From an optimization exercise on the open Yosys and OpenROAD flow, aimed at a short achievable clock period and few clock cycles; shortcuts taken in it are not production practice.
Function was checked by simulation only, so behaviour that the tests miss may differ from the original.
No activity file was given, so power comes from the tool's default toggle rates.

// mipsCore
module mipsCore #(
  parameter int IMEM_DEPTH = 64,
  parameter int DMEM_DEPTH = 64
) (
  input  logic              clk,
  input  logic              rst,
  input  logic              instLoad_i,
  input  mipsPkg::word_t    instAddr_i,
  input  mipsPkg::word_t    instData_i,
  output mipsPkg::word_t    memAddr_o,
  output mipsPkg::word_t    memWriteData_o,
  output logic              memWrite_o,
  output mipsPkg::regAddr_t regAddr_o,
  output mipsPkg::word_t    regWriteData_o,
  output logic              regWrite_o
);
  typedef logic [5:0] widx_t;
  logic [31:0] imRaw   [64];
  logic        imJ     [64];
  logic        imB     [64];
  logic        imBA    [64];   
  widx_t       imTgt   [64];
  widx_t       imSucc  [64];
  logic        imNxNop [64];   
  widx_t       imSucc2 [64];   
  widx_t ldA, ldAm1, ldAm2;
  logic  ldIsJ, ldIsB, ldNop, ldFnOk;
  assign ldA   = instAddr_i[5:0];
  assign ldAm1 = ldA - 6'd1;
  assign ldAm2 = ldA - 6'd2;
  assign ldFnOk = instData_i[5:0] == 6'h20 || instData_i[5:0] == 6'h22 ||
                  instData_i[5:0] == 6'h24 || instData_i[5:0] == 6'h25 ||
                  instData_i[5:0] == 6'h2a;
  always_comb begin
    case (instData_i[31:26])
      6'h00:        ldNop = !ldFnOk || instData_i[15:11] == 5'd0;
      6'h08, 6'h23: ldNop = instData_i[20:16] == 5'd0;
      6'h02, 6'h04, 6'h2b: ldNop = 1'b0;
      default:      ldNop = 1'b1;
    endcase
  end
  always_ff @(posedge clk) begin
    if (instLoad_i) begin
      imRaw[ldA]     <= instData_i;
      imJ[ldA]       <= ldIsJ;
      imB[ldA]       <= ldIsB;
  ...
Size in the first run: about 18000 cells after synthesis, ~7400 flip-flops, roughly 170 I/O pins.
clock: 7.5 ns
lec_check: 0
abc_clock_period_in_ps: 3000
cap_margin: 20
cell_pad_in_sites_detail_placement: 1
cell_pad_in_sites_global_placement: 2
core_margin: 2
core_utilization: 35
gpl_routability_driven: 1
place_density: 0.6
setup_slack_margin: 4.0
slew_margin: 20
tns_end_percent: 100
run.sh (not shown) runs the stock make flow with config.mk's settings and CLKGATE_MAP_FILE= SYNTH_SCRIPT=/design/flow/synth_recipe.tcl, a recipe that flattens the netlist after the stock synthesis.
Testbench counts at the start, summed over its fixed seeds: cycles 10,424.
==> next run, changes <==
--- a/flow/design.v
+++ b/flow/design.v
@@ -89,41 +89,39 @@
       imB[ldA]       <= ldIsB;
       imBA[ldA]      <= ldIsB && instData_i[25:21] == instData_i[20:16];
       imTgt[ldA]     <= ldIsJ ? instData_i[5:0] : ldA + 6'd1 + instData_i[5:0];
       imSucc[ldAm1]  <= ldIsJ ? instData_i[5:0] : ldA;
       imNxNop[ldAm1] <= ldNop;
       imSucc2[ldAm2] <= ldIsJ ? instData_i[5:0] : ldA;
     end
   end
   assign ldIsJ = instData_i[31:26] == 6'h02;
   assign ldIsB = instData_i[31:26] == 6'h04;
   widx_t       pcF;
-  widx_t       pcFN;           
   logic [1:0]  bp [64];
   logic        dValid;
   logic [31:0] dIns;
   widx_t       dPc, dTgt, dSucc;
   logic        dPredT;
   logic [1:0]  dCtr;
   logic        dBV, dBPred;
   logic [4:0]  dBRs, dBRt;
   widx_t       dBPc, dBTgt, dBSucc;
   logic [1:0]  dBCtr;
   logic        eValid, eWr, eLw, eSw, eBeq, ePredT;
   logic [4:0]  eDest;
   logic [31:0] eRA, eRB, eOpB;    
   logic        eFA, eFB;
   logic [4:0]  eS00, eS10, eS01;
   logic        eS11Dbl, eS11Pass, eSLw;
   widx_t       eIdx;
-  widx_t       eIdxN;               
   widx_t       ePc, eTgt, eSucc;
   logic [1:0]  eCtr;
   logic        eBV, eBPred, eFBA, eFBB;
   logic        eBL, eBDepA, eBDepB;    
   logic [31:0] eBRA, eBRB;
   widx_t       eBPc, eBTgt, eBSucc;
   logic [1:0]  eBCtr;
   logic        uValid, u2Valid;
   widx_t       uPc, u2Pc;
   logic [1:0]  uCtr, u2Ctr;
   logic        wBL, wBDepA, wBDepB, wBPred;
@@ -146,61 +144,55 @@
   logic [1:0]  fCtr, gCtr;
   logic [31:0] fRaw, gRaw;
   assign pcF1   = pcF + 6'd1;
   assign fJ     = imJ[pcF];
   assign fB     = imB[pcF];
   assign fBA    = imBA[pcF];
   assign fNxNop = imNxNop[pcF];
   assign fTgt   = imTgt[pcF];
   assign fSucc1 = imSucc[pcF];
   assign fSucc2 = imSucc2[pcF];
   assign fCtr   = bp[pcF];
-  widx_t pcFR;
-  assign pcFR   = ~pcFN;
-  assign fRaw   = imRaw[pcFR];
+  assign fRaw   = imRaw[pcF];
   assign gB     = imB[pcF1];
   assign gBA    = imBA[pcF1];
   assign gNxNop = imNxNop[pcF1];
   assign gTgt   = imTgt[pcF1];
   assign gSucc1 = imSucc[pcF1];
   assign gSucc2 = imSucc2[pcF1];
   assign gCtr   = bp[pcF1];
   assign gRaw   = imRaw[pcF1];
   widx_t fSucc, gSucc, fNext;
   logic  fPredT, fPair;
   assign fSucc  = fNxNop ? fSucc2 : fSucc1;
   assign gSucc  = gNxNop ? gSucc2 : gSucc1;
   assign fPredT = fB & (fCtr[1] | fBA);
   assign fPair  = !fJ && !fB && gB;
   assign fNext  = (fJ | fPredT) ? fTgt : fPair ? ((gCtr[1] | gBA) ? gTgt : gSucc) : fSucc;
   always_ff @(posedge clk or posedge rst) begin
     if (rst) begin
       pcF    <= '0;
-      pcFN   <= '1;
       dValid <= 1'b0;
       dBV    <= 1'b0;
     end else if (instLoad_i) begin
       pcF    <= '0;
-      pcFN   <= '1;
       dValid <= 1'b0;
       dBV    <= 1'b0;
     end else if (flush) begin
       pcF    <= redir;
-      pcFN   <= ~redir;
       dValid <= 1'b0;
       dBV    <= 1'b0;
     end else if (agi) begin
       ;                                 
     end else begin
       pcF    <= fNext;
-      pcFN   <= ~fNext;
       dValid <= !fJ;
       dBV    <= fPair;
     end
   end
   always_ff @(posedge clk) begin
     if (!agi) begin
       dBRs   <= gRaw[25:21];
       dBRt   <= gRaw[20:16];
       dBPc   <= pcF1;
       dBTgt  <= gTgt;
       dBSucc <= gSucc;
@@ -293,23 +285,22 @@
     eS00   <= (!fwdA && !fwdOpB && !dLw) ? dOpOH : 5'd0;
     eS10   <= ( fwdA && !fwdOpB && !dLw) ? dOpOH : 5'd0;
     eS01   <= (!fwdA &&  fwdOpB && !dLw) ? dOpOH : 5'd0;
     eS11Dbl  <= fwdA && fwdOpB && !dLw && dOpOH[0];
     eS11Pass <= fwdA && fwdOpB && !dLw && (dOpOH[2] || dOpOH[3]);
     eSLw   <= dLw;
     eDest  <= dDest;
     eRA    <= dRA;
     eRB    <= dRB;
     eOpB   <= dImm ? dImmV : dRB;
     eIdx   <= dAddrLo[7:2];
-    eIdxN  <= ~dAddrLo[7:2];
     eFA    <= eValid && eWr && eDest == rs;
     eFB    <= eValid && eWr && eDest == rt;
     ePc    <= dPc;
     eTgt   <= dTgt;
     eSucc  <= dSucc;
     ePredT <= dPredT;
     eCtr   <= dCtr;
     eBRA   <= dBA;
     eBRB   <= dBB;
     eFBA   <= eValid && eWr && eDest == dBRs;
     eFBB   <= eValid && eWr && eDest == dBRt;
@@ -415,26 +406,23 @@
     if (rst) begin
       for (int i = 0; i < 64; i++) bp[i] <= 2'b01;
     end else begin
       if (uValid)  bp[uPc]  <= uCtr;
       if (u2Valid) bp[u2Pc] <= u2Ctr;
     end
   end
   logic [31:0] dm [64];
   logic [63:0] dv;
   logic [31:0] eRd;
   logic [31:0] dmRd;
-  widx_t       eIdxB;
-  assign eIdxB = ~eIdxN;
-  assign dmRd[15:0]  = dv[eIdx]  ? dm[eIdx][15:0]   : 16'd0;
-  assign dmRd[31:16] = dv[eIdxB] ? dm[eIdxB][31:16] : 16'd0;
+  assign dmRd = dv[eIdx] ? dm[eIdx] : 32'd0;
   assign eRd = (wSw && wSIdx == eIdx) ? wSd : dmRd;
   assign res = aluOut | ({32{eSLw}} & eRd);
   always_ff @(posedge clk) begin
     if (wSw) dm[wSIdx] <= wSd;
   end
   always_ff @(posedge clk or posedge rst) begin
     if (rst) dv <= '0;
     else if (wSw) dv[wSIdx] <= 1'b1;
   end
   always_ff @(posedge clk or posedge rst) begin
     if (rst) begin
What happened:
- The new run went through all stages and came out clean
- clock-buffer cell count falls by 22
- cell area came out lower by 0.91%
- hold slack gets better by 0.053 ns
- via count decreases by 1.9%
- synthesized area is lower by 0.49%
- sequential power drops by about 2%
Testbench counts after the change, summed over its fixed seeds: cycles 10,424.

## separate check: timing with driven ports
How much do the figures lean on ideal ports? The routed layouts below were timed once more, with nothing changed but the port constraints.
Step 1: set_driving_cell puts a clkbuf_16 on clk and a buf_2 on each other input, an assumption about the parent block.
Step 2, shift: input delay + t, output delay - t, t = (earliest + latest rising clock arrival at the registers) / 2. This alone moves slack from input paths to output paths.
a / b / c = ideal / step 1 / step 2; a / b = the first two.
| run | shift t [ns] | setup WS [ns] | worst setup path at the end |
|---|---|---|---|
| the first run | 1.269 | 3.022 / 3.022 / 2.889 | input to register |
| the second run | 1.275 | 3.257 / 3.257 / 2.772 | input to register |
After both steps setup and hold are still met in every run listed. The setup slack of the second run, which loses most, moves by 0.000 ns with the drivers and by -0.485 ns with both steps.
